What follows belongs to an exercise in optimizing a design on an open flow for small area and a short achievable clock period; a production flow would make more cautious choices.
Function was checked by simulation only, so behaviour that the tests miss may differ from the original.

File: flow/flow/run.sh
#!/bin/bash
# Standard layout, with timing repair aimed well below the clock period so
# that the achieved period shrinks; constraints are left as given.
set -o pipefail
cat standard.sh > standard_copy.log
cat config.mk > config_copy.log
export SETUP_SLACK_MARGIN=7.5
export TNS_END_PERCENT=20
# port buffers: the smallest plain buffer, resized later where timing needs it
export BUFFER_PORTS_ARGS="-buffer_cell sky130_fd_sc_hd__buf_1"
bash standard.sh synth > synth.log 2>&1 || exit 1
bash standard.sh > finish.log 2>&1 || exit 1
File: flow/standard.sh
#!/bin/bash
# synth_recipe.tcl (not shown) runs the flow's synth.tcl, then flattens the netlist and writes it again
# the make line also repeats each setting of config.mk as NAME=value (left out here)
make -C /OpenROAD-flow-scripts/flow DESIGN_CONFIG=/design/flow/config.mk WORK_HOME=/design/flow/orfs CLKGATE_MAP_FILE= SYNTH_SCRIPT=/design/flow/synth_recipe.tcl "${@:-finish}"
File: flow/config.mk
export PLATFORM = sky130hd
export DESIGN_NAME = crc_unit
export DESIGN_NICKNAME = crc_unit
export VERILOG_FILES = /design/flow/design.v
export SDC_FILE = /design/flow/constraint.sdc
export NUM_CORES = 4
export LEC_CHECK = 0
export CAP_MARGIN = 20
export CORE_MARGIN = 2
export CORE_UTILIZATION = 40
export PLACE_DENSITY = 0.6
export SLEW_MARGIN = 20
export SYNTH_HIERARCHICAL = 1
export SYNTH_MINIMUM_KEEP_SIZE = 0
File: flow/constraint.sdc
create_clock -name core_clock -period 15.0 [get_ports {m}]
set_input_delay 3.0000 -clock core_clock [delete_from_list [all_inputs] [get_ports {m}]]
set_output_delay 3.0000 -clock core_clock [all_outputs]
set_load 0.01 [all_outputs]
File: flow/design.v
package crc_reg_pkg;
  typedef logic [1:0] reg_addr_t;
  typedef enum logic [1:0]
  {
    ORDER_NONE          = 2'd0,    
    ORDER_BITS_IN_BYTES = 2'd1,    
    ORDER_ALL_BITS      = 2'd2,    
    ORDER_BYTES         = 2'd3     
  } transpose_t;
endpackage
package crc_data_pkg;
  typedef logic [32-1:0] crc_word_t;
  typedef logic [32-1:0] crc_state_t;
  typedef logic crc_width_t;
endpackage
module crc_sel4
(
  input  logic [3:0]  s,
  input  logic [3:0]  d,
  output logic        y
);
  assign y = (s[0] & d[0]) | (s[1] & d[1]) | (s[2] & d[2]) | (s[3] & d[3]);
endmodule
module crc_bit_order
(
  input  crc_data_pkg::crc_word_t  word_in,
  input  crc_reg_pkg::transpose_t  order,
  output crc_data_pkg::crc_word_t  word_out
);
  logic [3:0] sel;
  assign sel[0] = (order == crc_reg_pkg::ORDER_NONE);
  assign sel[1] = (order == crc_reg_pkg::ORDER_BITS_IN_BYTES);
  assign sel[2] = (order == crc_reg_pkg::ORDER_ALL_BITS);
  assign sel[3] = (order == crc_reg_pkg::ORDER_BYTES);
  for (genvar b = 0; b < 4; b++)
  begin : g_byte
    for (genvar i = 0; i < 8; i++)
    begin : g_bit
      crc_sel4 u_sel
      (
        .s (sel),
        .d ({word_in[8*(3 - b) + i],         
             word_in[31 - (8*b + i)],        
             word_in[8*b + 7 - i],           
             word_in[8*b + i]}),             
        .y (word_out[8*b + i])
      );
    end
  end
endmodule
module crc_regs
(
  input  logic                      m,
  input  logic                      reset,
  input  logic                      wr,
  input  logic                      rd,
  input  crc_reg_pkg::reg_addr_t    addr,
  input  crc_data_pkg::crc_word_t   wdata,
  input  crc_data_pkg::crc_word_t   read_word,     
  output crc_data_pkg::crc_word_t   rdata,
  output logic                      rdata_valid,
  output crc_data_pkg::crc_word_t   gpoly_q,       
  output crc_data_pkg::crc_word_t   gpoly_next,    
  output crc_reg_pkg::transpose_t   ctrl_tot,
  output crc_reg_pkg::transpose_t   ctrl_totr,
  output logic                      ctrl_fxor,
  output logic                      ctrl_was,
  output crc_data_pkg::crc_width_t  ctrl_tcrc,
  output logic                      data_load,
  output logic                      seed_load
);
  localparam crc_data_pkg::crc_word_t GPOLY_RESET = 32'h0000_1021;
  logic                     data_wr;        
  crc_data_pkg::crc_word_t  ctrl_word;      
  crc_data_pkg::crc_word_t  read_mux;
  crc_data_pkg::crc_word_t  held;           
  crc_data_pkg::crc_word_t  unswapped;      
  logic                     width_flip;     
  assign data_wr   = wr && (addr == 2'd0);
  assign data_load = data_wr && !ctrl_was;
  assign seed_load = data_wr && ctrl_was;
  assign width_flip = (addr == 2'd2) && (wdata[24] != ctrl_tcrc);
  always_comb
  begin
    gpoly_next = gpoly_q;
    if (reset)
      gpoly_next = {GPOLY_RESET[15:0], GPOLY_RESET[31:16]};    
    else if (wr)
    begin
      if (addr == 2'd1)
        gpoly_next = ctrl_tcrc ? wdata : {wdata[15:0], wdata[31:16]};
      if (width_flip)
        gpoly_next = {gpoly_q[15:0], gpoly_q[31:16]};
    end
  end
  always_ff @(posedge m)
    gpoly_q <= gpoly_next;
  always_ff @(posedge m)
  begin
    if (reset)
    begin
      ctrl_tot  <= crc_reg_pkg::ORDER_NONE;
      ctrl_totr <= crc_reg_pkg::ORDER_NONE;
      ctrl_fxor <= 1'b0;
      ctrl_was  <= 1'b0;
      ctrl_tcrc <= 1'b0;
    end
    else if (wr)
    begin
      if (addr == 2'd2)
      begin
        ctrl_tot  <= crc_reg_pkg::transpose_t'(wdata[31:30]);
        ctrl_totr <= crc_reg_pkg::transpose_t'(wdata[29:28]);
        ctrl_fxor <= wdata[26];
        ctrl_was  <= wdata[25];
        ctrl_tcrc <= wdata[24];    
      end
    end
  end
  assign held      = (addr == 2'd1) ? gpoly_q : read_word;
  assign unswapped = ctrl_tcrc ? held : {held[15:0], held[31:16]};
  always_comb
  begin
    ctrl_word                                = '0;
    ctrl_word[31:30]     = ctrl_tot;
    ctrl_word[29:28]   = ctrl_totr;
    ctrl_word[26]                 = ctrl_fxor;
    ctrl_word[25]                  = ctrl_was;
    ctrl_word[24]                 = ctrl_tcrc;
  end
  always_comb
  begin
    case (addr)
      2'd0:  read_mux = unswapped;
      2'd1: read_mux = unswapped;
      2'd2:  read_mux = ctrl_word;
      default:         read_mux = '0;        
    endcase
  end
  always_ff @(posedge m)
  begin
    if (reset)
    begin
      rdata       <= '0;
      rdata_valid <= 1'b0;
    end
    else
    begin
      rdata_valid <= rd;
      if (rd)
        rdata <= read_mux;                    
    end
  end
endmodule
module crc_ax
(
  input  logic  a,
  input  logic  c,
  input  logic  g,
  output logic  y
);
  assign y = a ^ (c & g);
endmodule
module crc_pp
(
  input  logic  c0,
  input  logic  g0,
  input  logic  c1,
  input  logic  g1,
  output logic  y
);
  assign y = (c0 & g0) ^ (c1 & g1);
endmodule
module crc_x2
(
  input  logic  a,
  input  logic  b,
  output logic  y
);
  assign y = a ^ b;
endmodule
module crc_gx_top
#(
  parameter int N = 8
)
(
  input  logic [N-1:0] poly,       
  output logic [N-1:0] d           
);
  always_comb
  begin
    logic [N-1:0] w;
    w = poly;
    for (int i = 0; i < N; i++)
    begin
      d[i] = w[N-1];
      w = {w[N-2:0], 1'b0} ^ (w[N-1] ? poly : '0);
    end
  end
endmodule
module crc_gx_pre
(
  input  logic [31:0]       p,
  input  logic [6:0]        d,
  output logic [7*32-1:32]   gx
);
  logic n1;
  logic n2;
  logic n3;
  logic n4;
  logic n5;
  logic n6;
  logic n7;
  logic n8;
  logic n9;
  logic n10;
  logic n11;
  logic n12;
  logic n13;
  logic n14;
  logic n15;
  logic n16;
  logic n17;
  logic n18;
  logic n19;
  logic n20;
  logic n21;
  logic n22;
  logic n23;
  logic n24;
  logic n25;
  logic n26;
  logic n27;
  logic n28;
  logic n29;
  logic n30;
  logic n31;
  logic n32;
  logic n33;
  logic n34;
  logic n35;
  logic n36;
  logic n37;
  logic n38;
  logic n39;
  logic n40;
  logic n41;
  logic n42;
  logic n43;
  logic n44;
  logic n45;
  logic n46;
  logic n47;
  logic n48;
  logic n49;
  logic n50;
  logic n51;
  logic n52;
  logic n53;
  logic n54;
  logic n55;
  logic n56;
  logic n57;
  logic n58;
  logic n59;
  logic n60;
  logic n61;
  logic n62;
  logic n63;
  logic n64;
  logic n65;
  logic n66;
  logic n67;
  logic n68;
  logic n69;
  logic n70;
  logic n71;
  logic n72;
  logic n73;
  logic n74;
  logic n75;
  logic n76;
  logic n77;
  logic n78;
  logic n79;
  logic n80;
  logic n81;
  logic n82;
  logic n83;
  logic n84;
  logic n85;
  logic n86;
  logic n87;
  logic n88;
  logic n89;
  logic n90;
  logic n91;
  logic n92;
  logic n93;
  logic n94;
  logic n95;
  logic n96;
  logic n97;
  logic n98;
  logic n99;
  logic n100;
  logic n101;
  logic n102;
  logic n103;
  logic n104;
  logic n105;
  logic n106;
  logic n107;
  logic n108;
  logic n109;
  logic n110;
  logic n111;
  logic n112;
  logic n113;
  logic n114;
  logic n115;
  logic n116;
  logic n117;
  logic n118;
  logic n119;
  logic n120;
  logic n121;
  logic n122;
  logic n123;
  logic n124;
  logic n125;
  logic n126;
  logic n127;
  logic n128;
  logic n129;
  logic n130;
  logic n131;
  logic n132;
  logic n133;
  logic n134;
  logic n135;
  logic n136;
  logic n137;
  logic n138;
  logic n139;
  logic n140;
  logic n141;
  logic n142;
  logic n143;
  logic n144;
  logic n145;
  logic n146;
  logic n147;
  logic n148;
  logic n149;
  logic n150;
  logic n151;
  logic n152;
  logic n153;
  logic n154;
  logic n155;
  logic n156;
  logic n157;
  logic n158;
  logic n159;
  logic n160;
  logic n161;
  logic n162;
  logic n163;
  logic n164;
  logic n165;
  logic n166;
  logic n167;
  logic n168;
  logic n169;
  logic n170;
  logic n171;
  logic n172;
  logic n173;
  logic n174;
  logic n175;
  logic n176;
  logic n177;
  logic n178;
  logic n179;
  logic n180;
  logic n181;
  logic n182;
  logic n183;
  logic n184;
  logic n185;
  logic n186;
  logic n187;
  logic n188;
  logic n189;
  logic n190;
  logic n191;
  logic n192;
  logic n193;
  logic n194;
  logic n195;
  logic n196;
  logic n197;
  logic n198;
  logic n199;
  logic n200;
  logic n201;
  logic n202;
  logic n203;
  logic n204;
  logic n205;
  logic n206;
  logic n207;
  logic n208;
  logic n209;
  logic n210;
  logic n211;
  logic n212;
  logic n213;
  logic n214;
  logic n215;
  logic n216;
  logic n217;
  logic n218;
  logic n219;
  logic n220;
  logic n221;
  logic n222;
  logic n223;
  logic n224;
  logic n225;
  logic n226;
  logic n227;
  logic n228;
  logic n229;
  logic n230;
  logic n231;
  logic n232;
  logic n233;
  logic n234;
  logic n235;
  logic n236;
  logic n237;
  logic n238;
  logic n239;
  logic n240;
  logic n241;
  logic n242;
  logic n243;
  logic n244;
  logic n245;
  logic n246;
  logic n247;
  logic n248;
  logic n249;
  logic n250;
  logic n251;
  logic n252;
  logic n253;
  logic n254;
  logic n255;
  logic n256;
  logic n257;
  logic n258;
  logic n259;
  logic n260;
  logic n261;
  logic n262;
  logic n263;
  logic n264;
  logic n265;
  logic n266;
  crc_pp u_n1 (.c0(d[4]), .g0(p[0]), .c1(d[5]), .g1(p[1]), .y(n1));
  crc_pp u_n2 (.c0(d[3]), .g0(p[0]), .c1(d[4]), .g1(p[1]), .y(n2));
  crc_ax u_n3 (.a(n2), .c(d[5]), .g(p[2]), .y(n3));
  crc_pp u_n4 (.c0(d[2]), .g0(p[0]), .c1(d[3]), .g1(p[1]), .y(n4));
  crc_pp u_n5 (.c0(d[3]), .g0(p[1]), .c1(d[4]), .g1(p[2]), .y(n5));
  crc_ax u_n6 (.a(n5), .c(d[2]), .g(p[0]), .y(n6));
  crc_ax u_n7 (.a(n5), .c(d[5]), .g(p[3]), .y(n7));
  crc_ax u_n8 (.a(n7), .c(d[2]), .g(p[0]), .y(n8));
  crc_pp u_n9 (.c0(d[1]), .g0(p[0]), .c1(d[2]), .g1(p[1]), .y(n9));
  crc_ax u_n10 (.a(n9), .c(d[3]), .g(p[2]), .y(n10));
  crc_pp u_n11 (.c0(d[3]), .g0(p[2]), .c1(d[4]), .g1(p[3]), .y(n11));
  crc_x2 u_n12 (.a(n9), .b(n11), .y(n12));
  crc_ax u_n13 (.a(n11), .c(d[5]), .g(p[4]), .y(n13));
  crc_x2 u_n14 (.a(n9), .b(n13), .y(n14));
  crc_pp u_n15 (.c0(d[0]), .g0(p[0]), .c1(d[1]), .g1(p[1]), .y(n15));
  crc_pp u_n16 (.c0(d[1]), .g0(p[1]), .c1(d[2]), .g1(p[2]), .y(n16));
  crc_ax u_n17 (.a(n16), .c(d[0]), .g(p[0]), .y(n17));
  crc_ax u_n18 (.a(n17), .c(d[3]), .g(p[3]), .y(n18));
  crc_pp u_n19 (.c0(d[3]), .g0(p[3]), .c1(d[4]), .g1(p[4]), .y(n19));
  crc_x2 u_n20 (.a(n17), .b(n19), .y(n20));
  crc_ax u_n21 (.a(n19), .c(d[5]), .g(p[5]), .y(n21));
  crc_x2 u_n22 (.a(n17), .b(n21), .y(n22));
  crc_ax u_n23 (.a(p[0]), .c(d[0]), .g(p[1]), .y(n23));
  crc_ax u_n24 (.a(n23), .c(d[1]), .g(p[2]), .y(n24));
  crc_pp u_n25 (.c0(d[1]), .g0(p[2]), .c1(d[2]), .g1(p[3]), .y(n25));
  crc_x2 u_n26 (.a(n23), .b(n25), .y(n26));
  crc_ax u_n27 (.a(n26), .c(d[3]), .g(p[4]), .y(n27));
  crc_pp u_n28 (.c0(d[3]), .g0(p[4]), .c1(d[4]), .g1(p[5]), .y(n28));
  crc_x2 u_n29 (.a(n26), .b(n28), .y(n29));
  crc_ax u_n30 (.a(n28), .c(d[5]), .g(p[6]), .y(n30));
  crc_x2 u_n31 (.a(n26), .b(n30), .y(n31));
  crc_ax u_n32 (.a(p[1]), .c(d[0]), .g(p[2]), .y(n32));
  crc_ax u_n33 (.a(n32), .c(d[1]), .g(p[3]), .y(n33));
  crc_pp u_n34 (.c0(d[1]), .g0(p[3]), .c1(d[2]), .g1(p[4]), .y(n34));
  crc_x2 u_n35 (.a(n32), .b(n34), .y(n35));
  crc_ax u_n36 (.a(n35), .c(d[3]), .g(p[5]), .y(n36));
  crc_pp u_n37 (.c0(d[3]), .g0(p[5]), .c1(d[4]), .g1(p[6]), .y(n37));
  crc_x2 u_n38 (.a(n35), .b(n37), .y(n38));
  crc_ax u_n39 (.a(n37), .c(d[5]), .g(p[7]), .y(n39));
  crc_x2 u_n40 (.a(n35), .b(n39), .y(n40));
  crc_ax u_n41 (.a(p[2]), .c(d[0]), .g(p[3]), .y(n41));
  crc_ax u_n42 (.a(n41), .c(d[1]), .g(p[4]), .y(n42));
  crc_pp u_n43 (.c0(d[1]), .g0(p[4]), .c1(d[2]), .g1(p[5]), .y(n43));
  crc_x2 u_n44 (.a(n41), .b(n43), .y(n44));
  crc_ax u_n45 (.a(n44), .c(d[3]), .g(p[6]), .y(n45));
  crc_pp u_n46 (.c0(d[3]), .g0(p[6]), .c1(d[4]), .g1(p[7]), .y(n46));
  crc_x2 u_n47 (.a(n44), .b(n46), .y(n47));
  crc_ax u_n48 (.a(n46), .c(d[5]), .g(p[8]), .y(n48));
  crc_x2 u_n49 (.a(n44), .b(n48), .y(n49));
  crc_ax u_n50 (.a(p[3]), .c(d[0]), .g(p[4]), .y(n50));
  crc_ax u_n51 (.a(n50), .c(d[1]), .g(p[5]), .y(n51));
  crc_pp u_n52 (.c0(d[1]), .g0(p[5]), .c1(d[2]), .g1(p[6]), .y(n52));
  crc_x2 u_n53 (.a(n50), .b(n52), .y(n53));
  crc_ax u_n54 (.a(n53), .c(d[3]), .g(p[7]), .y(n54));
  crc_pp u_n55 (.c0(d[3]), .g0(p[7]), .c1(d[4]), .g1(p[8]), .y(n55));
  crc_x2 u_n56 (.a(n53), .b(n55), .y(n56));
  crc_ax u_n57 (.a(n55), .c(d[5]), .g(p[9]), .y(n57));
  crc_x2 u_n58 (.a(n53), .b(n57), .y(n58));
  crc_ax u_n59 (.a(p[4]), .c(d[0]), .g(p[5]), .y(n59));
  crc_ax u_n60 (.a(n59), .c(d[1]), .g(p[6]), .y(n60));
  crc_pp u_n61 (.c0(d[1]), .g0(p[6]), .c1(d[2]), .g1(p[7]), .y(n61));
  crc_x2 u_n62 (.a(n59), .b(n61), .y(n62));
  crc_ax u_n63 (.a(n62), .c(d[3]), .g(p[8]), .y(n63));
  crc_pp u_n64 (.c0(d[3]), .g0(p[8]), .c1(d[4]), .g1(p[9]), .y(n64));
  crc_x2 u_n65 (.a(n62), .b(n64), .y(n65));
  crc_ax u_n66 (.a(n64), .c(d[5]), .g(p[10]), .y(n66));
  crc_x2 u_n67 (.a(n62), .b(n66), .y(n67));
  crc_ax u_n68 (.a(p[5]), .c(d[0]), .g(p[6]), .y(n68));
  crc_ax u_n69 (.a(n68), .c(d[1]), .g(p[7]), .y(n69));
  crc_pp u_n70 (.c0(d[1]), .g0(p[7]), .c1(d[2]), .g1(p[8]), .y(n70));
  crc_x2 u_n71 (.a(n68), .b(n70), .y(n71));
  crc_ax u_n72 (.a(n71), .c(d[3]), .g(p[9]), .y(n72));
  crc_pp u_n73 (.c0(d[3]), .g0(p[9]), .c1(d[4]), .g1(p[10]), .y(n73));
  crc_x2 u_n74 (.a(n71), .b(n73), .y(n74));
  crc_ax u_n75 (.a(n73), .c(d[5]), .g(p[11]), .y(n75));
  crc_x2 u_n76 (.a(n71), .b(n75), .y(n76));
  crc_ax u_n77 (.a(p[6]), .c(d[0]), .g(p[7]), .y(n77));
  crc_ax u_n78 (.a(n77), .c(d[1]), .g(p[8]), .y(n78));
  crc_pp u_n79 (.c0(d[1]), .g0(p[8]), .c1(d[2]), .g1(p[9]), .y(n79));
  crc_x2 u_n80 (.a(n77), .b(n79), .y(n80));
  crc_ax u_n81 (.a(n80), .c(d[3]), .g(p[10]), .y(n81));
  crc_pp u_n82 (.c0(d[3]), .g0(p[10]), .c1(d[4]), .g1(p[11]), .y(n82));
  crc_x2 u_n83 (.a(n80), .b(n82), .y(n83));
  crc_ax u_n84 (.a(n82), .c(d[5]), .g(p[12]), .y(n84));
  crc_x2 u_n85 (.a(n80), .b(n84), .y(n85));
  crc_ax u_n86 (.a(p[7]), .c(d[0]), .g(p[8]), .y(n86));
  crc_ax u_n87 (.a(n86), .c(d[1]), .g(p[9]), .y(n87));
  crc_pp u_n88 (.c0(d[1]), .g0(p[9]), .c1(d[2]), .g1(p[10]), .y(n88));
  crc_x2 u_n89 (.a(n86), .b(n88), .y(n89));
  crc_ax u_n90 (.a(n89), .c(d[3]), .g(p[11]), .y(n90));
  crc_pp u_n91 (.c0(d[3]), .g0(p[11]), .c1(d[4]), .g1(p[12]), .y(n91));
  crc_x2 u_n92 (.a(n89), .b(n91), .y(n92));
  crc_ax u_n93 (.a(n91), .c(d[5]), .g(p[13]), .y(n93));
  crc_x2 u_n94 (.a(n89), .b(n93), .y(n94));
  crc_ax u_n95 (.a(p[8]), .c(d[0]), .g(p[9]), .y(n95));
  crc_ax u_n96 (.a(n95), .c(d[1]), .g(p[10]), .y(n96));
  crc_pp u_n97 (.c0(d[1]), .g0(p[10]), .c1(d[2]), .g1(p[11]), .y(n97));
  crc_x2 u_n98 (.a(n95), .b(n97), .y(n98));
  crc_ax u_n99 (.a(n98), .c(d[3]), .g(p[12]), .y(n99));
  crc_pp u_n100 (.c0(d[3]), .g0(p[12]), .c1(d[4]), .g1(p[13]), .y(n100));
  crc_x2 u_n101 (.a(n98), .b(n100), .y(n101));
  crc_ax u_n102 (.a(n100), .c(d[5]), .g(p[14]), .y(n102));
  crc_x2 u_n103 (.a(n98), .b(n102), .y(n103));
  crc_ax u_n104 (.a(p[9]), .c(d[0]), .g(p[10]), .y(n104));
  crc_ax u_n105 (.a(n104), .c(d[1]), .g(p[11]), .y(n105));
  crc_pp u_n106 (.c0(d[1]), .g0(p[11]), .c1(d[2]), .g1(p[12]), .y(n106));
  crc_x2 u_n107 (.a(n104), .b(n106), .y(n107));
  crc_ax u_n108 (.a(n107), .c(d[3]), .g(p[13]), .y(n108));
  crc_pp u_n109 (.c0(d[3]), .g0(p[13]), .c1(d[4]), .g1(p[14]), .y(n109));
  crc_x2 u_n110 (.a(n107), .b(n109), .y(n110));
  crc_ax u_n111 (.a(n109), .c(d[5]), .g(p[15]), .y(n111));
  crc_x2 u_n112 (.a(n107), .b(n111), .y(n112));
  crc_ax u_n113 (.a(p[10]), .c(d[0]), .g(p[11]), .y(n113));
  crc_ax u_n114 (.a(n113), .c(d[1]), .g(p[12]), .y(n114));
  crc_pp u_n115 (.c0(d[1]), .g0(p[12]), .c1(d[2]), .g1(p[13]), .y(n115));
  crc_x2 u_n116 (.a(n113), .b(n115), .y(n116));
  crc_ax u_n117 (.a(n116), .c(d[3]), .g(p[14]), .y(n117));
  crc_pp u_n118 (.c0(d[3]), .g0(p[14]), .c1(d[4]), .g1(p[15]), .y(n118));
  crc_x2 u_n119 (.a(n116), .b(n118), .y(n119));
  crc_ax u_n120 (.a(n118), .c(d[5]), .g(p[16]), .y(n120));
  crc_x2 u_n121 (.a(n116), .b(n120), .y(n121));
  crc_ax u_n122 (.a(p[11]), .c(d[0]), .g(p[12]), .y(n122));
  crc_ax u_n123 (.a(n122), .c(d[1]), .g(p[13]), .y(n123));
  crc_pp u_n124 (.c0(d[1]), .g0(p[13]), .c1(d[2]), .g1(p[14]), .y(n124));
  crc_x2 u_n125 (.a(n122), .b(n124), .y(n125));
  crc_ax u_n126 (.a(n125), .c(d[3]), .g(p[15]), .y(n126));
  crc_pp u_n127 (.c0(d[3]), .g0(p[15]), .c1(d[4]), .g1(p[16]), .y(n127));
  crc_x2 u_n128 (.a(n125), .b(n127), .y(n128));
  crc_ax u_n129 (.a(n127), .c(d[5]), .g(p[17]), .y(n129));
  crc_x2 u_n130 (.a(n125), .b(n129), .y(n130));
  crc_ax u_n131 (.a(p[12]), .c(d[0]), .g(p[13]), .y(n131));
  crc_ax u_n132 (.a(n131), .c(d[1]), .g(p[14]), .y(n132));
  crc_pp u_n133 (.c0(d[1]), .g0(p[14]), .c1(d[2]), .g1(p[15]), .y(n133));
  crc_x2 u_n134 (.a(n131), .b(n133), .y(n134));
  crc_ax u_n135 (.a(n134), .c(d[3]), .g(p[16]), .y(n135));
  crc_pp u_n136 (.c0(d[3]), .g0(p[16]), .c1(d[4]), .g1(p[17]), .y(n136));
  crc_x2 u_n137 (.a(n134), .b(n136), .y(n137));
  crc_ax u_n138 (.a(n136), .c(d[5]), .g(p[18]), .y(n138));
  crc_x2 u_n139 (.a(n134), .b(n138), .y(n139));
  crc_ax u_n140 (.a(p[13]), .c(d[0]), .g(p[14]), .y(n140));
  crc_ax u_n141 (.a(n140), .c(d[1]), .g(p[15]), .y(n141));
  crc_pp u_n142 (.c0(d[1]), .g0(p[15]), .c1(d[2]), .g1(p[16]), .y(n142));
  crc_x2 u_n143 (.a(n140), .b(n142), .y(n143));
  crc_ax u_n144 (.a(n143), .c(d[3]), .g(p[17]), .y(n144));
  crc_pp u_n145 (.c0(d[3]), .g0(p[17]), .c1(d[4]), .g1(p[18]), .y(n145));
  crc_x2 u_n146 (.a(n143), .b(n145), .y(n146));
  crc_ax u_n147 (.a(n145), .c(d[5]), .g(p[19]), .y(n147));
  crc_x2 u_n148 (.a(n143), .b(n147), .y(n148));
  crc_ax u_n149 (.a(p[14]), .c(d[0]), .g(p[15]), .y(n149));
  crc_ax u_n150 (.a(n149), .c(d[1]), .g(p[16]), .y(n150));
  crc_pp u_n151 (.c0(d[1]), .g0(p[16]), .c1(d[2]), .g1(p[17]), .y(n151));
  crc_x2 u_n152 (.a(n149), .b(n151), .y(n152));
  crc_ax u_n153 (.a(n152), .c(d[3]), .g(p[18]), .y(n153));
  crc_pp u_n154 (.c0(d[3]), .g0(p[18]), .c1(d[4]), .g1(p[19]), .y(n154));
  crc_x2 u_n155 (.a(n152), .b(n154), .y(n155));
  crc_ax u_n156 (.a(n154), .c(d[5]), .g(p[20]), .y(n156));
  crc_x2 u_n157 (.a(n152), .b(n156), .y(n157));
  crc_ax u_n158 (.a(p[15]), .c(d[0]), .g(p[16]), .y(n158));
  crc_ax u_n159 (.a(n158), .c(d[1]), .g(p[17]), .y(n159));
  crc_pp u_n160 (.c0(d[1]), .g0(p[17]), .c1(d[2]), .g1(p[18]), .y(n160));
  crc_x2 u_n161 (.a(n158), .b(n160), .y(n161));
  crc_ax u_n162 (.a(n161), .c(d[3]), .g(p[19]), .y(n162));
  crc_pp u_n163 (.c0(d[3]), .g0(p[19]), .c1(d[4]), .g1(p[20]), .y(n163));
  crc_x2 u_n164 (.a(n161), .b(n163), .y(n164));
  crc_ax u_n165 (.a(n163), .c(d[5]), .g(p[21]), .y(n165));
  crc_x2 u_n166 (.a(n161), .b(n165), .y(n166));
  crc_ax u_n167 (.a(p[16]), .c(d[0]), .g(p[17]), .y(n167));
  crc_ax u_n168 (.a(n167), .c(d[1]), .g(p[18]), .y(n168));
  crc_pp u_n169 (.c0(d[1]), .g0(p[18]), .c1(d[2]), .g1(p[19]), .y(n169));
  crc_x2 u_n170 (.a(n167), .b(n169), .y(n170));
  crc_ax u_n171 (.a(n170), .c(d[3]), .g(p[20]), .y(n171));
  crc_pp u_n172 (.c0(d[3]), .g0(p[20]), .c1(d[4]), .g1(p[21]), .y(n172));
  crc_x2 u_n173 (.a(n170), .b(n172), .y(n173));
  crc_ax u_n174 (.a(n172), .c(d[5]), .g(p[22]), .y(n174));
  crc_x2 u_n175 (.a(n170), .b(n174), .y(n175));
  crc_ax u_n176 (.a(p[17]), .c(d[0]), .g(p[18]), .y(n176));
  crc_ax u_n177 (.a(n176), .c(d[1]), .g(p[19]), .y(n177));
  crc_pp u_n178 (.c0(d[1]), .g0(p[19]), .c1(d[2]), .g1(p[20]), .y(n178));
  crc_x2 u_n179 (.a(n176), .b(n178), .y(n179));
  crc_ax u_n180 (.a(n179), .c(d[3]), .g(p[21]), .y(n180));
  crc_pp u_n181 (.c0(d[3]), .g0(p[21]), .c1(d[4]), .g1(p[22]), .y(n181));
  crc_x2 u_n182 (.a(n179), .b(n181), .y(n182));
  crc_ax u_n183 (.a(n181), .c(d[5]), .g(p[23]), .y(n183));
  crc_x2 u_n184 (.a(n179), .b(n183), .y(n184));
  crc_ax u_n185 (.a(p[18]), .c(d[0]), .g(p[19]), .y(n185));
  crc_ax u_n186 (.a(n185), .c(d[1]), .g(p[20]), .y(n186));
  crc_pp u_n187 (.c0(d[1]), .g0(p[20]), .c1(d[2]), .g1(p[21]), .y(n187));
  crc_x2 u_n188 (.a(n185), .b(n187), .y(n188));
  crc_ax u_n189 (.a(n188), .c(d[3]), .g(p[22]), .y(n189));
  crc_pp u_n190 (.c0(d[3]), .g0(p[22]), .c1(d[4]), .g1(p[23]), .y(n190));
  crc_x2 u_n191 (.a(n188), .b(n190), .y(n191));
  crc_ax u_n192 (.a(n190), .c(d[5]), .g(p[24]), .y(n192));
  crc_x2 u_n193 (.a(n188), .b(n192), .y(n193));
  crc_ax u_n194 (.a(p[19]), .c(d[0]), .g(p[20]), .y(n194));
  crc_ax u_n195 (.a(n194), .c(d[1]), .g(p[21]), .y(n195));
  crc_pp u_n196 (.c0(d[1]), .g0(p[21]), .c1(d[2]), .g1(p[22]), .y(n196));
  crc_x2 u_n197 (.a(n194), .b(n196), .y(n197));
  crc_ax u_n198 (.a(n197), .c(d[3]), .g(p[23]), .y(n198));
  crc_pp u_n199 (.c0(d[3]), .g0(p[23]), .c1(d[4]), .g1(p[24]), .y(n199));
  crc_x2 u_n200 (.a(n197), .b(n199), .y(n200));
  crc_ax u_n201 (.a(n199), .c(d[5]), .g(p[25]), .y(n201));
  crc_x2 u_n202 (.a(n197), .b(n201), .y(n202));
  crc_ax u_n203 (.a(p[20]), .c(d[0]), .g(p[21]), .y(n203));
  crc_ax u_n204 (.a(n203), .c(d[1]), .g(p[22]), .y(n204));
  crc_pp u_n205 (.c0(d[1]), .g0(p[22]), .c1(d[2]), .g1(p[23]), .y(n205));
  crc_x2 u_n206 (.a(n203), .b(n205), .y(n206));
  crc_ax u_n207 (.a(n206), .c(d[3]), .g(p[24]), .y(n207));
  crc_pp u_n208 (.c0(d[3]), .g0(p[24]), .c1(d[4]), .g1(p[25]), .y(n208));
  crc_x2 u_n209 (.a(n206), .b(n208), .y(n209));
  crc_ax u_n210 (.a(n208), .c(d[5]), .g(p[26]), .y(n210));
  crc_x2 u_n211 (.a(n206), .b(n210), .y(n211));
  crc_ax u_n212 (.a(p[21]), .c(d[0]), .g(p[22]), .y(n212));
  crc_ax u_n213 (.a(n212), .c(d[1]), .g(p[23]), .y(n213));
  crc_pp u_n214 (.c0(d[1]), .g0(p[23]), .c1(d[2]), .g1(p[24]), .y(n214));
  crc_x2 u_n215 (.a(n212), .b(n214), .y(n215));
  crc_ax u_n216 (.a(n215), .c(d[3]), .g(p[25]), .y(n216));
  crc_pp u_n217 (.c0(d[3]), .g0(p[25]), .c1(d[4]), .g1(p[26]), .y(n217));
  crc_x2 u_n218 (.a(n215), .b(n217), .y(n218));
  crc_ax u_n219 (.a(n217), .c(d[5]), .g(p[27]), .y(n219));
  crc_x2 u_n220 (.a(n215), .b(n219), .y(n220));
  crc_ax u_n221 (.a(p[22]), .c(d[0]), .g(p[23]), .y(n221));
  crc_ax u_n222 (.a(n221), .c(d[1]), .g(p[24]), .y(n222));
  crc_pp u_n223 (.c0(d[1]), .g0(p[24]), .c1(d[2]), .g1(p[25]), .y(n223));
  crc_x2 u_n224 (.a(n221), .b(n223), .y(n224));
  crc_ax u_n225 (.a(n224), .c(d[3]), .g(p[26]), .y(n225));
  crc_pp u_n226 (.c0(d[3]), .g0(p[26]), .c1(d[4]), .g1(p[27]), .y(n226));
  crc_x2 u_n227 (.a(n224), .b(n226), .y(n227));
  crc_ax u_n228 (.a(n226), .c(d[5]), .g(p[28]), .y(n228));
  crc_x2 u_n229 (.a(n224), .b(n228), .y(n229));
  crc_ax u_n230 (.a(p[23]), .c(d[0]), .g(p[24]), .y(n230));
  crc_ax u_n231 (.a(n230), .c(d[1]), .g(p[25]), .y(n231));
  crc_pp u_n232 (.c0(d[1]), .g0(p[25]), .c1(d[2]), .g1(p[26]), .y(n232));
  crc_x2 u_n233 (.a(n230), .b(n232), .y(n233));
  crc_ax u_n234 (.a(n233), .c(d[3]), .g(p[27]), .y(n234));
  crc_pp u_n235 (.c0(d[3]), .g0(p[27]), .c1(d[4]), .g1(p[28]), .y(n235));
  crc_x2 u_n236 (.a(n233), .b(n235), .y(n236));
  crc_ax u_n237 (.a(n235), .c(d[5]), .g(p[29]), .y(n237));
  crc_x2 u_n238 (.a(n233), .b(n237), .y(n238));
  crc_ax u_n239 (.a(p[24]), .c(d[0]), .g(p[25]), .y(n239));
  crc_ax u_n240 (.a(n239), .c(d[1]), .g(p[26]), .y(n240));
  crc_pp u_n241 (.c0(d[1]), .g0(p[26]), .c1(d[2]), .g1(p[27]), .y(n241));
  crc_x2 u_n242 (.a(n239), .b(n241), .y(n242));
  crc_ax u_n243 (.a(n242), .c(d[3]), .g(p[28]), .y(n243));
  crc_pp u_n244 (.c0(d[3]), .g0(p[28]), .c1(d[4]), .g1(p[29]), .y(n244));
  crc_x2 u_n245 (.a(n242), .b(n244), .y(n245));
  crc_ax u_n246 (.a(n244), .c(d[5]), .g(p[30]), .y(n246));
  crc_x2 u_n247 (.a(n242), .b(n246), .y(n247));
  crc_ax u_n248 (.a(p[25]), .c(d[0]), .g(p[26]), .y(n248));
  crc_ax u_n249 (.a(n248), .c(d[1]), .g(p[27]), .y(n249));
  crc_pp u_n250 (.c0(d[1]), .g0(p[27]), .c1(d[2]), .g1(p[28]), .y(n250));
  crc_x2 u_n251 (.a(n248), .b(n250), .y(n251));
  crc_ax u_n252 (.a(n251), .c(d[3]), .g(p[29]), .y(n252));
  crc_pp u_n253 (.c0(d[3]), .g0(p[29]), .c1(d[4]), .g1(p[30]), .y(n253));
  crc_x2 u_n254 (.a(n251), .b(n253), .y(n254));
  crc_ax u_n255 (.a(p[26]), .c(d[0]), .g(p[27]), .y(n255));
  crc_ax u_n256 (.a(n255), .c(d[1]), .g(p[28]), .y(n256));
  crc_pp u_n257 (.c0(d[1]), .g0(p[28]), .c1(d[2]), .g1(p[29]), .y(n257));
  crc_x2 u_n258 (.a(n255), .b(n257), .y(n258));
  crc_ax u_n259 (.a(n258), .c(d[3]), .g(p[30]), .y(n259));
  crc_ax u_n260 (.a(p[27]), .c(d[0]), .g(p[28]), .y(n260));
  crc_ax u_n261 (.a(n260), .c(d[1]), .g(p[29]), .y(n261));
  crc_pp u_n262 (.c0(d[1]), .g0(p[29]), .c1(d[2]), .g1(p[30]), .y(n262));
  crc_x2 u_n263 (.a(n260), .b(n262), .y(n263));
  crc_ax u_n264 (.a(p[28]), .c(d[0]), .g(p[29]), .y(n264));
  crc_ax u_n265 (.a(n264), .c(d[1]), .g(p[30]), .y(n265));
  crc_ax u_n266 (.a(p[29]), .c(d[0]), .g(p[30]), .y(n266));
  assign gx[192] = (d[5] & p[0]);
  assign gx[160] = (d[4] & p[0]);
  assign gx[193] = n1;
  assign gx[128] = (d[3] & p[0]);
  assign gx[161] = n2;
  assign gx[194] = n3;
  assign gx[96] = (d[2] & p[0]);
  assign gx[129] = n4;
  assign gx[162] = n6;
  assign gx[195] = n8;
  assign gx[64] = (d[1] & p[0]);
  assign gx[97] = n9;
  assign gx[130] = n10;
  assign gx[163] = n12;
  assign gx[196] = n14;
  assign gx[32] = (d[0] & p[0]);
  assign gx[65] = n15;
  assign gx[98] = n17;
  assign gx[131] = n18;
  assign gx[164] = n20;
  assign gx[197] = n22;
  assign gx[33] = n23;
  assign gx[66] = n24;
  assign gx[99] = n26;
  assign gx[132] = n27;
  assign gx[165] = n29;
  assign gx[198] = n31;
  assign gx[34] = n32;
  assign gx[67] = n33;
  assign gx[100] = n35;
  assign gx[133] = n36;
  assign gx[166] = n38;
  assign gx[199] = n40;
  assign gx[35] = n41;
  assign gx[68] = n42;
  assign gx[101] = n44;
  assign gx[134] = n45;
  assign gx[167] = n47;
  assign gx[200] = n49;
  assign gx[36] = n50;
  assign gx[69] = n51;
  assign gx[102] = n53;
  assign gx[135] = n54;
  assign gx[168] = n56;
  assign gx[201] = n58;
  assign gx[37] = n59;
  assign gx[70] = n60;
  assign gx[103] = n62;
  assign gx[136] = n63;
  assign gx[169] = n65;
  assign gx[202] = n67;
  assign gx[38] = n68;
  assign gx[71] = n69;
  assign gx[104] = n71;
  assign gx[137] = n72;
  assign gx[170] = n74;
  assign gx[203] = n76;
  assign gx[39] = n77;
  assign gx[72] = n78;
  assign gx[105] = n80;
  assign gx[138] = n81;
  assign gx[171] = n83;
  assign gx[204] = n85;
  assign gx[40] = n86;
  assign gx[73] = n87;
  assign gx[106] = n89;
  assign gx[139] = n90;
  assign gx[172] = n92;
  assign gx[205] = n94;
  assign gx[41] = n95;
  assign gx[74] = n96;
  assign gx[107] = n98;
  assign gx[140] = n99;
  assign gx[173] = n101;
  assign gx[206] = n103;
  assign gx[42] = n104;
  assign gx[75] = n105;
  assign gx[108] = n107;
  assign gx[141] = n108;
  assign gx[174] = n110;
  assign gx[207] = n112;
  assign gx[43] = n113;
  assign gx[76] = n114;
  assign gx[109] = n116;
  assign gx[142] = n117;
  assign gx[175] = n119;
  assign gx[208] = n121;
  assign gx[44] = n122;
  assign gx[77] = n123;
  assign gx[110] = n125;
  assign gx[143] = n126;
  assign gx[176] = n128;
  assign gx[209] = n130;
  assign gx[45] = n131;
  assign gx[78] = n132;
  assign gx[111] = n134;
  assign gx[144] = n135;
  assign gx[177] = n137;
  assign gx[210] = n139;
  assign gx[46] = n140;
  assign gx[79] = n141;
  assign gx[112] = n143;
  assign gx[145] = n144;
  assign gx[178] = n146;
  assign gx[211] = n148;
  assign gx[47] = n149;
  assign gx[80] = n150;
  assign gx[113] = n152;
  assign gx[146] = n153;
  assign gx[179] = n155;
  assign gx[212] = n157;
  assign gx[48] = n158;
  assign gx[81] = n159;
  assign gx[114] = n161;
  assign gx[147] = n162;
  assign gx[180] = n164;
  assign gx[213] = n166;
  assign gx[49] = n167;
  assign gx[82] = n168;
  assign gx[115] = n170;
  assign gx[148] = n171;
  assign gx[181] = n173;
  assign gx[214] = n175;
  assign gx[50] = n176;
  assign gx[83] = n177;
  assign gx[116] = n179;
  assign gx[149] = n180;
  assign gx[182] = n182;
  assign gx[215] = n184;
  assign gx[51] = n185;
  assign gx[84] = n186;
  assign gx[117] = n188;
  assign gx[150] = n189;
  assign gx[183] = n191;
  assign gx[216] = n193;
  assign gx[52] = n194;
  assign gx[85] = n195;
  assign gx[118] = n197;
  assign gx[151] = n198;
  assign gx[184] = n200;
  assign gx[217] = n202;
  assign gx[53] = n203;
  assign gx[86] = n204;
  assign gx[119] = n206;
  assign gx[152] = n207;
  assign gx[185] = n209;
  assign gx[218] = n211;
  assign gx[54] = n212;
  assign gx[87] = n213;
  assign gx[120] = n215;
  assign gx[153] = n216;
  assign gx[186] = n218;
  assign gx[219] = n220;
  assign gx[55] = n221;
  assign gx[88] = n222;
  assign gx[121] = n224;
  assign gx[154] = n225;
  assign gx[187] = n227;
  assign gx[220] = n229;
  assign gx[56] = n230;
  assign gx[89] = n231;
  assign gx[122] = n233;
  assign gx[155] = n234;
  assign gx[188] = n236;
  assign gx[221] = n238;
  assign gx[57] = n239;
  assign gx[90] = n240;
  assign gx[123] = n242;
  assign gx[156] = n243;
  assign gx[189] = n245;
  assign gx[222] = n247;
  assign gx[58] = n248;
  assign gx[91] = n249;
  assign gx[124] = n251;
  assign gx[157] = n252;
  assign gx[190] = n254;
  assign gx[59] = n255;
  assign gx[92] = n256;
  assign gx[125] = n258;
  assign gx[158] = n259;
  assign gx[60] = n260;
  assign gx[93] = n261;
  assign gx[126] = n263;
  assign gx[61] = n264;
  assign gx[94] = n265;
  assign gx[62] = n266;
  assign gx[63] = d[1];
  assign gx[95] = d[2];
  assign gx[127] = d[3];
  assign gx[159] = d[4];
  assign gx[191] = d[5];
  assign gx[223] = d[6];
endmodule
module crc_stage
#(
  parameter int           R    = 1,
  parameter logic [31:0]  INJ  = 32'h0,
  parameter logic [31:0]  POST = 32'h0
)
(
  input  logic [31:0]     acc_in,
  input  logic [R*32-1:0] gx,
  input  logic [31:0]     inj,
  output logic [31:0]     acc_out
);
  localparam int NP = R / 2;                   
  localparam int NL = NP + ((R % 2) ? 1 : 0);  
  logic [R-1:0] c;
  for (genvar i = 0; i < R; i++)
  begin : g_c
    assign c[i] = acc_in[31 - i];    
  end
  for (genvar j = 0; j < 32; j++)
  begin : g_bit
    localparam bit PRE    = INJ[j] && !POST[j];
    localparam bit HAS_SH = (j >= R) || PRE;
    localparam int NLEAF  = NL + ((HAS_SH && !(R % 2)) ? 1 : 0);
    logic              sh;           
    logic [NLEAF-1:0]  leaf;
    logic              sum;
    if (j < R)
    begin : g_nosh
      if (PRE)
        assign sh = inj[j];
      else
        assign sh = 1'b0;
    end
    else
    begin : g_sh
      if (PRE)
        crc_x2 u_inj (.a(acc_in[j-R]), .b(inj[j]), .y(sh));
      else
        assign sh = acc_in[j-R];
    end
    for (genvar k = 0; k < NP; k++)
    begin : g_pp
      crc_pp u_pp (.c0(c[2*k]),   .g0(gx[(R - 1 - 2*k) * 32 + j]),
                   .c1(c[2*k+1]), .g1(gx[(R - 2 - 2*k) * 32 + j]),
                   .y(leaf[k]));
    end
    if (R % 2)
    begin : g_odd
      if (HAS_SH)
        crc_ax u_ax (.a(sh), .c(c[R-1]), .g(gx[j]), .y(leaf[NP]));
      else
        assign leaf[NP] = c[R-1] & gx[j];
    end
    else if (HAS_SH)
    begin : g_even
      assign leaf[NP] = sh;
    end
    crc_xtree #(.N(NLEAF)) u_tree (.x(leaf), .y(sum));
    if (POST[j])
      crc_x2 u_post (.a(sum), .b(inj[j]), .y(acc_out[j]));
    else
      assign acc_out[j] = sum;
  end
endmodule
module crc_xtree
#(
  parameter int N = 1
)
(
  input  logic [N-1:0] x,
  output logic         y
);
  if (N == 1)
  begin : g_one
    assign y = x[0];
  end
  else if (N == 2)
  begin : g_two
    crc_x2 u_x (.a(x[0]), .b(x[1]), .y(y));
  end
  else
  begin : g_split
    localparam int H = (N > 16) ? 16 : (N > 8) ? 8 : (N > 4) ? 4 : (N > 2) ? 2 : 1;
    logic ylo, yhi;
    crc_xtree #(.N(H))     u_lo (.x(x[H-1:0]), .y(ylo));
    crc_xtree #(.N(N - H)) u_hi (.x(x[N-1:H]), .y(yhi));
    crc_x2 u_x (.a(ylo), .b(yhi), .y(y));
  end
endmodule
module crc_engine
(
  input  logic                      m,
  input  logic                      reset,
  input  crc_data_pkg::crc_word_t   order_word,    
  input  crc_data_pkg::crc_word_t   gpoly,         
  input  logic [31:25]               gpoly_top_next,   
  input  crc_data_pkg::crc_width_t  width,
  input  logic                      data_load,
  input  logic                      seed_load,
  input  logic                      width_flip,    
  output crc_data_pkg::crc_state_t  rem            
);
  logic [7*32-1:0]           gx;        
  logic [6:0]               d;         
  logic [31:0]               acc [7];   
  logic [15:0]               late;      
  logic [31:0]               inj2;
  logic [31:0]               inj3;
  logic [31:0]               inj4;
  logic [31:0]               inj_last;
  crc_data_pkg::crc_state_t  fold;
  crc_data_pkg::crc_state_t  seed;
  assign gx[31:0] = {gpoly[31:16], gpoly[15:0] & {16{width}}};
  logic [6:0]               d_next;
  logic [6:1]               d_q;
  crc_gx_top #(.N(7)) u_top
  (
    .poly (gpoly_top_next),
    .d    (d_next)
  );
  always_ff @(posedge m)
    d_q <= d_next[6:1];
  assign d = {d_q, gx[31]};
  crc_gx_pre u_pre
  (
    .p  (gx[31:0]),
    .d  (d),
    .gx (gx[7*32-1:32])
  );
  assign acc[0]   = {rem[31:16], rem[15:0] & {16{width}}};
  assign late     = width ? 16'h0000 : order_word[31:16];
  assign inj_last = width ? order_word : {order_word[15:0], 16'h0000};
  always_comb
  begin
    inj2 = 32'h0;
    inj2[26] = late[15];
    inj2[25] = late[14];
  end
  always_comb
  begin
    inj3 = 32'h0;
    inj3[31] = late[13];
    inj3[30] = late[12];
    inj3[29] = late[11];
    inj3[28] = late[10];
    inj3[27] = late[9];
    inj3[26] = late[8];
    inj3[25] = late[7];
  end
  always_comb
  begin
    inj4 = 32'h0;
    inj4[31] = late[6];
    inj4[30] = late[5];
    inj4[29] = late[4];
    inj4[28] = late[3];
    inj4[27] = late[2];
    inj4[26] = late[1];
    inj4[25] = late[0];
  end
  crc_stage #(.R(1), .INJ(32'h00000000), .POST(32'h00000000)) u_st0
    (.acc_in(acc[0]), .gx(gx[0 +: 32]), .inj(32'h0), .acc_out(acc[1]));
  crc_stage #(.R(3), .INJ(32'h00000000), .POST(32'h00000000)) u_st1
    (.acc_in(acc[1]), .gx(gx[0 +: 96]), .inj(32'h0), .acc_out(acc[2]));
  crc_stage #(.R(7), .INJ(32'h06000000), .POST(32'h06000000)) u_st2
    (.acc_in(acc[2]), .gx(gx[0 +: 224]), .inj(inj2), .acc_out(acc[3]));
  crc_stage #(.R(7), .INJ(32'hFE000000), .POST(32'h00000000)) u_st3
    (.acc_in(acc[3]), .gx(gx[0 +: 224]), .inj(inj3), .acc_out(acc[4]));
  crc_stage #(.R(7), .INJ(32'hFE000000), .POST(32'h00000000)) u_st4
    (.acc_in(acc[4]), .gx(gx[0 +: 224]), .inj(inj4), .acc_out(acc[5]));
  crc_stage #(.R(7), .INJ(32'hFFFFFFFF), .POST(32'h00000000)) u_st5
    (.acc_in(acc[5]), .gx(gx[0 +: 224]), .inj(inj_last), .acc_out(acc[6]));
  assign fold = {acc[6][31:16], acc[6][15:0] & {16{width}}};
  assign seed = inj_last;
  always_ff @(posedge m)
  begin
    if (reset)
      rem <= 32'hFFFF_FFFF;
    else if (seed_load)
      rem <= seed;
    else if (data_load)
      rem <= fold;
    else if (width_flip)
      rem <= {rem[15:0], rem[31:16]};
  end
endmodule
module crc_readout
(
  input  crc_data_pkg::crc_state_t  rem,           
  input  crc_data_pkg::crc_width_t  width,
  input  logic                      fxor,
  input  crc_reg_pkg::transpose_t   order,
  output crc_data_pkg::crc_word_t   read_word
);
  crc_data_pkg::crc_word_t  inv_mask;    
  crc_data_pkg::crc_word_t  inv_word;
  assign inv_mask = width ? 32'hFFFF_FFFF : 32'hFFFF_0000;
  assign inv_word = fxor ? (rem ^ inv_mask) : rem;
  crc_bit_order u_read_order
  (
    .word_in  (inv_word),
    .order    (order),
    .word_out (read_word)
  );
endmodule
module crc_unit
(
  input  logic                     m,
  input  logic                     reset,
  input  logic                     wr,            
  input  logic                     rd,            
  input  crc_reg_pkg::reg_addr_t   addr,
  input  crc_data_pkg::crc_word_t  wdata,
  output crc_data_pkg::crc_word_t  rdata,
  output logic                     rdata_valid
);
  crc_data_pkg::crc_word_t   gpoly;
  crc_data_pkg::crc_word_t   gpoly_next;    
  crc_reg_pkg::transpose_t   ctrl_tot;
  crc_reg_pkg::transpose_t   ctrl_totr;
  logic                      ctrl_fxor;
  logic                      ctrl_was;
  crc_data_pkg::crc_width_t  ctrl_tcrc;
  logic                      data_load;
  logic                      seed_load;
  logic                      width_flip;    
  crc_data_pkg::crc_word_t   order_word;    
  crc_data_pkg::crc_state_t  rem;           
  crc_data_pkg::crc_word_t   read_word;     
  crc_regs u_regs
  (
    .m           (m),
    .reset       (reset),
    .wr          (wr),
    .rd          (rd),
    .addr        (addr),
    .wdata       (wdata),
    .read_word   (read_word),
    .rdata       (rdata),
    .rdata_valid (rdata_valid),
    .gpoly_q     (gpoly),
    .gpoly_next  (gpoly_next),
    .ctrl_tot    (ctrl_tot),
    .ctrl_totr   (ctrl_totr),
    .ctrl_fxor   (ctrl_fxor),
    .ctrl_was    (ctrl_was),
    .ctrl_tcrc   (ctrl_tcrc),
    .data_load   (data_load),
    .seed_load   (seed_load)
  );
  assign width_flip = wr && (addr == 2'd2) && (wdata[24] != ctrl_tcrc);
  crc_bit_order u_write_order
  (
    .word_in  (wdata),
    .order    (ctrl_tot),
    .word_out (order_word)
  );
  crc_engine u_engine
  (
    .m          (m),
    .reset      (reset),
    .order_word (order_word),
    .gpoly      (gpoly),
    .gpoly_top_next (gpoly_next[31:25]),
    .width      (ctrl_tcrc),
    .data_load  (data_load),
    .seed_load  (seed_load),
    .width_flip (width_flip),
    .rem        (rem)
  );
  crc_readout u_readout
  (
    .rem       (rem),
    .width     (ctrl_tcrc),
    .fxor      (ctrl_fxor),
    .order     (ctrl_totr),
    .read_word (read_word)
  );
endmodule
==> results of run 1 <==
sequential cells by signal, indices dropped and copies added (netlist names):
register and flops:
u_regs.ctrl_was 1, u_regs.ctrl_fxor 1, u_regs.ctrl_tcrc 1, u_engine.rem 32, u_regs.gpoly_q 32, u_regs.rdata_valid 1
u_regs.ctrl_tot 2, u_regs.rdata 32, u_regs.ctrl_totr 2, u_engine.d_q 6
layout make-up:
class                   count  area [µm²]
multi-input cells        3438       23800
fillers                  7321       41100
clock inverters             7        77.6
inverters                   8        30.0
flip-flops and latches    110        2220
repair buffers            195        1550
well taps                 940        1180
clock buffers               9         225
critical path, cell delays in order:
cell and delay, ns:
buf_1 0.06, buf_4 0.19, a22oi_1 0.09, nand2_1 0.13
nor2b_4 0.26, xor2_4 0.26, buf_6 0.22, nand2_1 0.12
xor2_2 0.23, xor2_2 0.27, xor2_4 0.19, buf_12 0.21
nand2_1 0.13, xor2_2 0.32, xor2_4 0.29, xor2_4 0.26
buf_8 0.23, nand2_1 0.09, xor2_1 0.22, xor2_1 0.32
xor2_1 0.18, a221oi_1 0.09, o31ai_1 0.31
routing by layer:
layer | vias to the layer above | wire (µm)
met3 | 359 | 11800
met1 | 12400 | 44800
met2 | 1523 | 47000
met5 | - | 75
li1 | 11900 | -
met4 | 10 | 6650
placed cells by master, fill, tap and decap left out, types with 7 or more instances in the layout:
| master | count |
|---|---|
| nand2_1 | 1375 |
| xor2_1 | 952 |
| xnor2_1 | 270 |
| a22oi_1 | 146 |
| dfxtp_1 | 103 |
| nor2_1 | 88 |
| buf_4 | 85 |
| and2_1 | 79 |
| buf_1 | 62 |
| xor2_2 | 55 |
| a21oi_1 | 52 |
| xnor2_2 | 40 |
| mux2_2 | 36 |
| nor2b_1 | 35 |
| xor2_4 | 30 |
| o211ai_1 | 29 |
| o31a_1 | 29 |
| a311oi_1 | 27 |
| mux2i_1 | 26 |
| o21ai_0 | 26 |
| mux4_2 | 18 |
| buf_12 | 17 |
| o31ai_1 | 14 |
| buf_6 | 12 |
| a221oi_2 | 10 |
| clkbuf_16 | 9 |
| buf_8 | 8 |
| nor3_1 | 7 |
stage by stage:
stage	setup slack (ns)	std cells	area, µm²	util [%]
2_1_floorplan	7.54	4072	28400	-
3_3_place_gp	5.40	4673	27500	39.2
3_5_place_dp	5.41	4673	27500	39.2
4_1_cts	7.50	4698	28400	40.5
5_1_grt	7.42	4707	29100	41.4
6_report	7.57	4707	29100	41.4
worst min path at each step:
stage,startpoint,end,cells after the start
2_1_floorplan,u_regs.ctrl_was$_SDFFE_PP0P_,u_regs.ctrl_was$_SDFFE_PP0P_,2
3_3_place_gp,u_regs.ctrl_fxor$_SDFFE_PP0P_,u_regs.ctrl_fxor$_SDFFE_PP0P_,2
3_5_place_dp,u_regs.ctrl_fxor$_SDFFE_PP0P_,u_regs.ctrl_fxor$_SDFFE_PP0P_,2
4_1_cts,u_regs.ctrl_fxor$_SDFFE_PP0P_,u_regs.ctrl_fxor$_SDFFE_PP0P_,2
5_1_grt,u_regs.ctrl_fxor$_SDFFE_PP0P_,u_regs.ctrl_fxor$_SDFFE_PP0P_,2
6_report,u_regs.ctrl_fxor$_SDFFE_PP0P_,u_regs.ctrl_fxor$_SDFFE_PP0P_,2
repair_timing:
action	4_1_cts	5_1_grt
setup buffers	9	9
setup endpoints to repair	32	32
pin swaps	13	31
resized for setup	103	98
==> reports/qor.csv, run 1 <==
stage,metric,value,unit
timing,Slew Limit Fails,0,
place,PortBufs,70,
routing,wire length per cell,23.4,µm
routing,vias per std cell,5.57,
timing,slew margin rel.,26.1,%
setup_path,WS Path Type,in2reg,
floorplanning,# IOs,71,
setup_path,CP startpoint kind,input pin,
routing,Total Wirelength,110,mm
routing,Pre-antenna DRT Iters,7,
grt,GRT Residual Overflow,0,
logic_synthesis,Syn Nets,4113,
logic_synthesis,yosys synthesis warning count,11,
timing,Final min period,7.43,ns
setup_path,CP endpoint kind,register,
floorplanning,starting density of the core,40.5,%
timing,period utilization,49.5,%
flow_run,max_cap viols,0,
place,dpl hpwl,77.2,mm
grt,initial antenna violation count,5,
grt,total track usage,29.1,%
floorplanning,Die W,270,µm
place,RePlAce Congestion,1.04,
grt,Global Route met2 Usage,43.7,%
grt,pin count of the biggest net entering global routing,66,
setup_path,reg-to-reg endpoint,u_engine.rem[15]$_SDFFE_PP1P_,
clock_tree,CTS sink cnt,110,
timing,Hold Slack,0.459,ns
logic_synthesis,Netlist Area Pre-Place,0.0284,mm²
routing,Detailed Route Iter0 Violations,3415,
grt,vias in the first global route,24200,
clock_tree,"Clk Latency, worst-skew pair",0.39,ns
routing,drt drc,0,
setup_path,crit path DAT,7.72,ns
floorplanning,die height,270,µm
clock_tree,H-tree depth,3,
routing,via count,26200,
timing,unrepaired setup endpoints after global routing,false,
setup_path,Worst Path Max Fanout,32,
setup_path,worst r2r src,u_regs.gpoly_q[26]$_DFF_P_,
timing,total negative slack,0,ns
clock_tree,hold_buf cts,0,
routing,remaining antenna violation count,0,
timing,Hold Fails Final Rpt,0,
floorplanning,Row Count,97,
layout,# diodes,0,
setup_path,Critical Path End,u_engine.rem[15]$_SDFFE_PP1P_,
layout,synthesis-to-layout area growth,2.38,%
clock_tree,CTS Buf Count,9,
logic_synthesis,Syn Inst Count,4072,
layout,final net count,3803,
grt,met3 Resource Use GR,7.07,%
floorplanning,die area,0.0731,mm²
floorplanning,Core Area,0.0701,mm²
grt,gr busiest metal,met2,
clock_tree,Clock transition at path regs,0.09,ns
layout,share of layout cells above drive strength 1,10.0,%
timing,final setup skew,0.0118,ns
outcome,status,finished clean,
clock_tree,CTS Buffer Depth,2,
timing,f_max,0.135,GHz
setup_path,r2r worst-path depth,29,
setup_path,crit path from,wdata[24],
timing,setup violators final,0,
grt,met1 usage,38.3,%
hold_path,hold crit path type,reg2reg,
grt,first-pass GRT wire length,163,mm
clock_tree,CTS root buffer,clkbuf_16,
clock_tree,CTS tree,built,
setup_path,CP Data Required Time,15.29,ns
timing,Least-Margin Pin Slew,1.11,ns
logic_synthesis,Syn Area/Cell,6.97,µm²
setup_path,r2r setup slk,7.67,ns
==> inputs of run 2 (changes only) <==
--- a/flow/flow/run.sh
+++ b/flow/flow/run.sh
@@ -4,7 +4,7 @@
 set -o pipefail
 cat standard.sh > standard_copy.log
 cat config.mk > config_copy.log
-export SETUP_SLACK_MARGIN=7.5
+export SETUP_SLACK_MARGIN=6.5
 export TNS_END_PERCENT=20
 # port buffers: the smallest plain buffer, resized later where timing needs it
 export BUFFER_PORTS_ARGS="-buffer_cell sky130_fd_sc_hd__buf_1"
==> reports/qor.csv, run 2 <==
stage,metric,value,unit
clock_tree,H-tree depth,3,
routing,drt drc,0,
timing,unrepaired setup endpoints after global routing,false,
grt,initial antenna violation count,5,
grt,met1 usage,38.4,%
hold_path,hold crit path type,reg2reg,
layout,Finished Cell Area,0.0281,mm²
timing,Final min period,8.36,ns
clock_tree,"Clk Latency, worst-skew pair",0.39,ns
routing,Total Wirelength,109,mm
timing,total negative slack,0,ns
place,Placed Area,0.0275,mm²
layout,final net count,3793,
floorplanning,Row Count,97,
logic_synthesis,Netlist Area Pre-Place,0.0284,mm²
timing,Hold Slack,0.460,ns
floorplanning,die area,0.0731,mm²
clock_tree,hold_buf cts,0,
place,pre-CTS setup slack,5.41,ns
floorplanning,die height,270,µm
layout,fill count,7437,
floorplanning,Die W,270,µm
layout,"commonest non-fill, non-tap cell in the layout",nand2_1,
clock_tree,CTS sink cnt,110,
clock_tree,CTS tree,built,
setup_path,CP endpoint kind,register,
setup_path,CP Data Required Time,15.31,ns
routing,Detailed Route Iter0 Violations,3349,
grt,first-pass GRT wire length,162,mm
layout,synthesis-to-layout area growth,-1.14,%
clock_tree,Clock transition at path regs,0.09,ns
layout,Top Registers,"u_engine.rem (32), u_regs.gpoly_q (32), u_regs.rdata (32)",
timing,Least-Margin Pin Slew,1.20,ns
logic_synthesis,Syn Area/Cell,6.97,µm²
timing,slew margin rel.,19.7,%
grt,gr busiest metal,met2,
routing,Pre-antenna DRT Iters,6,
timing,final setup skew,0.0109,ns
routing,remaining antenna violation count,0,
logic_synthesis,Syn Nets,4113,
routing,vias per std cell,5.55,
timing,setup ws final,6.64,ns
timing,Slew Limit Fails,0,
grt,total track usage,29.0,%
place,RePlAce Congestion,1.04,
grt,vias in the first global route,23900,
grt,Global Route met2 Usage,43.9,%
place,post-placement cell count,4673,
clock_tree,CTS Buffer Depth,2,
layout,most frequent cells in the layout,"nand2_1, xor2_1, xnor2_1, a22oi_1, dfxtp_1",
layout,Sequential Area,0.00221,mm²
clock_tree,CTS Buf Count,9,
setup_path,WS Path Type,in2reg,
timing,period utilization,55.7,%
timing,Hold Fails Final Rpt,0,
routing,via count,26100,
layout,share of layout cells above drive strength 1,7.51,%
floorplanning,starting density of the core,40.5,%
floorplanning,Core Area,0.0701,mm²
outcome,status,finished clean,
logic_synthesis,Syn Inst Count,4072,
grt,pin count of the biggest net entering global routing,66,
grt,met3 Resource Use GR,6.21,%
setup_path,CP startpoint kind,input pin,
timing,setup violators final,0,
place,PortBufs,70,
grt,GRT Residual Overflow,0,
setup_path,crit path DAT,8.67,ns
layout,area of the multi-input gates,0.0231,mm²
floorplanning,# IOs,71,
setup_path,Worst Path Max Fanout,32,
routing,wire length per cell,23.3,µm
layout,Finished Layout Cells,4698,
timing,f_max,0.120,GHz
flow_run,max_cap viols,0,
clock_tree,CTS root buffer,clkbuf_16,
logic_synthesis,yosys synthesis warning count,11,
place,dpl hpwl,77.2,mm
run 2: metal layers:
| metal | routed length [µm] | vias to the layer above |
|---|---|---|
| li1 | - | 11900 |
| met1 | 45200 | 12300 |
| met2 | 46500 | 1493 |
| met3 | 11100 | 332 |
| met4 | 6500 | 8 |
| met5 | 59 | - |
run 2: cell type report:
| class | instances | area share [%] |
|---|---|---|
| sequential | 110 | 7.89 |
| clock inverter | 7 | 0.276 |
| clock buffer | 9 | 0.802 |
| tap | 940 | 4.19 |
| inverter | 8 | 0.107 |
| timing repair buffer | 185 | 4.26 |
| antenna | 1 | 0.00891 |
| multi-input combinational | 3438 | 82.5 |
run 2: timing repair:
item                       CTS  global route
setup buffers                6             2
setup endpoints to repair   32            32
pin swaps                    3             1
resized for setup           14            22
run 2: metrics by stage:
stage | utilization, %
floorplan | -
global placement | 39.2
detailed placement | 39.2
CTS | 39.8
global route | 40.0
finish | 40.0
run 2: final timing paths:
path / from / slack (ns) / cells after the start / to
worst max-delay path: wdata[25] / 6.64 / 22 / u_engine.rem[6]$_SDFFE_PP1P_
worst min-delay path: u_regs.ctrl_fxor$_SDFFE_PP0P_ / 0.46 / 2 / u_regs.ctrl_fxor$_SDFFE_PP0P_
worst min register to register: u_regs.ctrl_fxor$_SDFFE_PP0P_ / 0.46 / 2 / u_regs.ctrl_fxor$_SDFFE_PP0P_
worst max register to register: u_regs.gpoly_q[31]$_DFF_P_ / 6.76 / 29 / u_engine.rem[6]$_SDFFE_PP1P_
run 2: worst max-delay path: stages:
cell and delay, ns:
buf_1 0.31, a22oi_1 0.12, nand2_1 0.23, nor2b_1 0.62, xor2_4 0.20, buf_6 0.32, nand2_1 0.11, xnor2_1 0.28
xor2_2 0.29, xor2_4 0.30, buf_6 0.34, nand2_1 0.11, xnor2_1 0.32, xor2_2 0.30, xor2_4 0.30, buf_6 0.33
nand2_1 0.11, xor2_1 0.23, xor2_1 0.19, xor2_1 0.26, a221oi_2 0.09, o31ai_1 0.25

==> port drivers added, routing unchanged <==
No port has a modelled driver above. Below, the same layouts with a new extraction and two added sets of constraints. Step 1: set_driving_cell puts a clkbuf_16 on m and a buf_2 on each other input, an assumption about the parent block. Step 2 adds t to the input delays and takes it off the output delays; t is the mean of the earliest and latest rising clock arrival at the registers after step 1. Input paths then give back, and output paths get back, about the clock's delay inside the block. Slacks: no drivers / after step 1 / after step 2; pairs: no drivers / after step 1.
run	t, ns	setup WS [ns]	worst setup path after step 2
run 1	0.440	7.571 / 7.594 / 7.154	input to register
run 2	0.440	6.639 / 6.669 / 6.229	input to register
After both steps setup and hold are still met in every run listed. The setup slack of run 1, which loses most, moves by +0.023 ns with the drivers and by -0.417 ns with both steps.
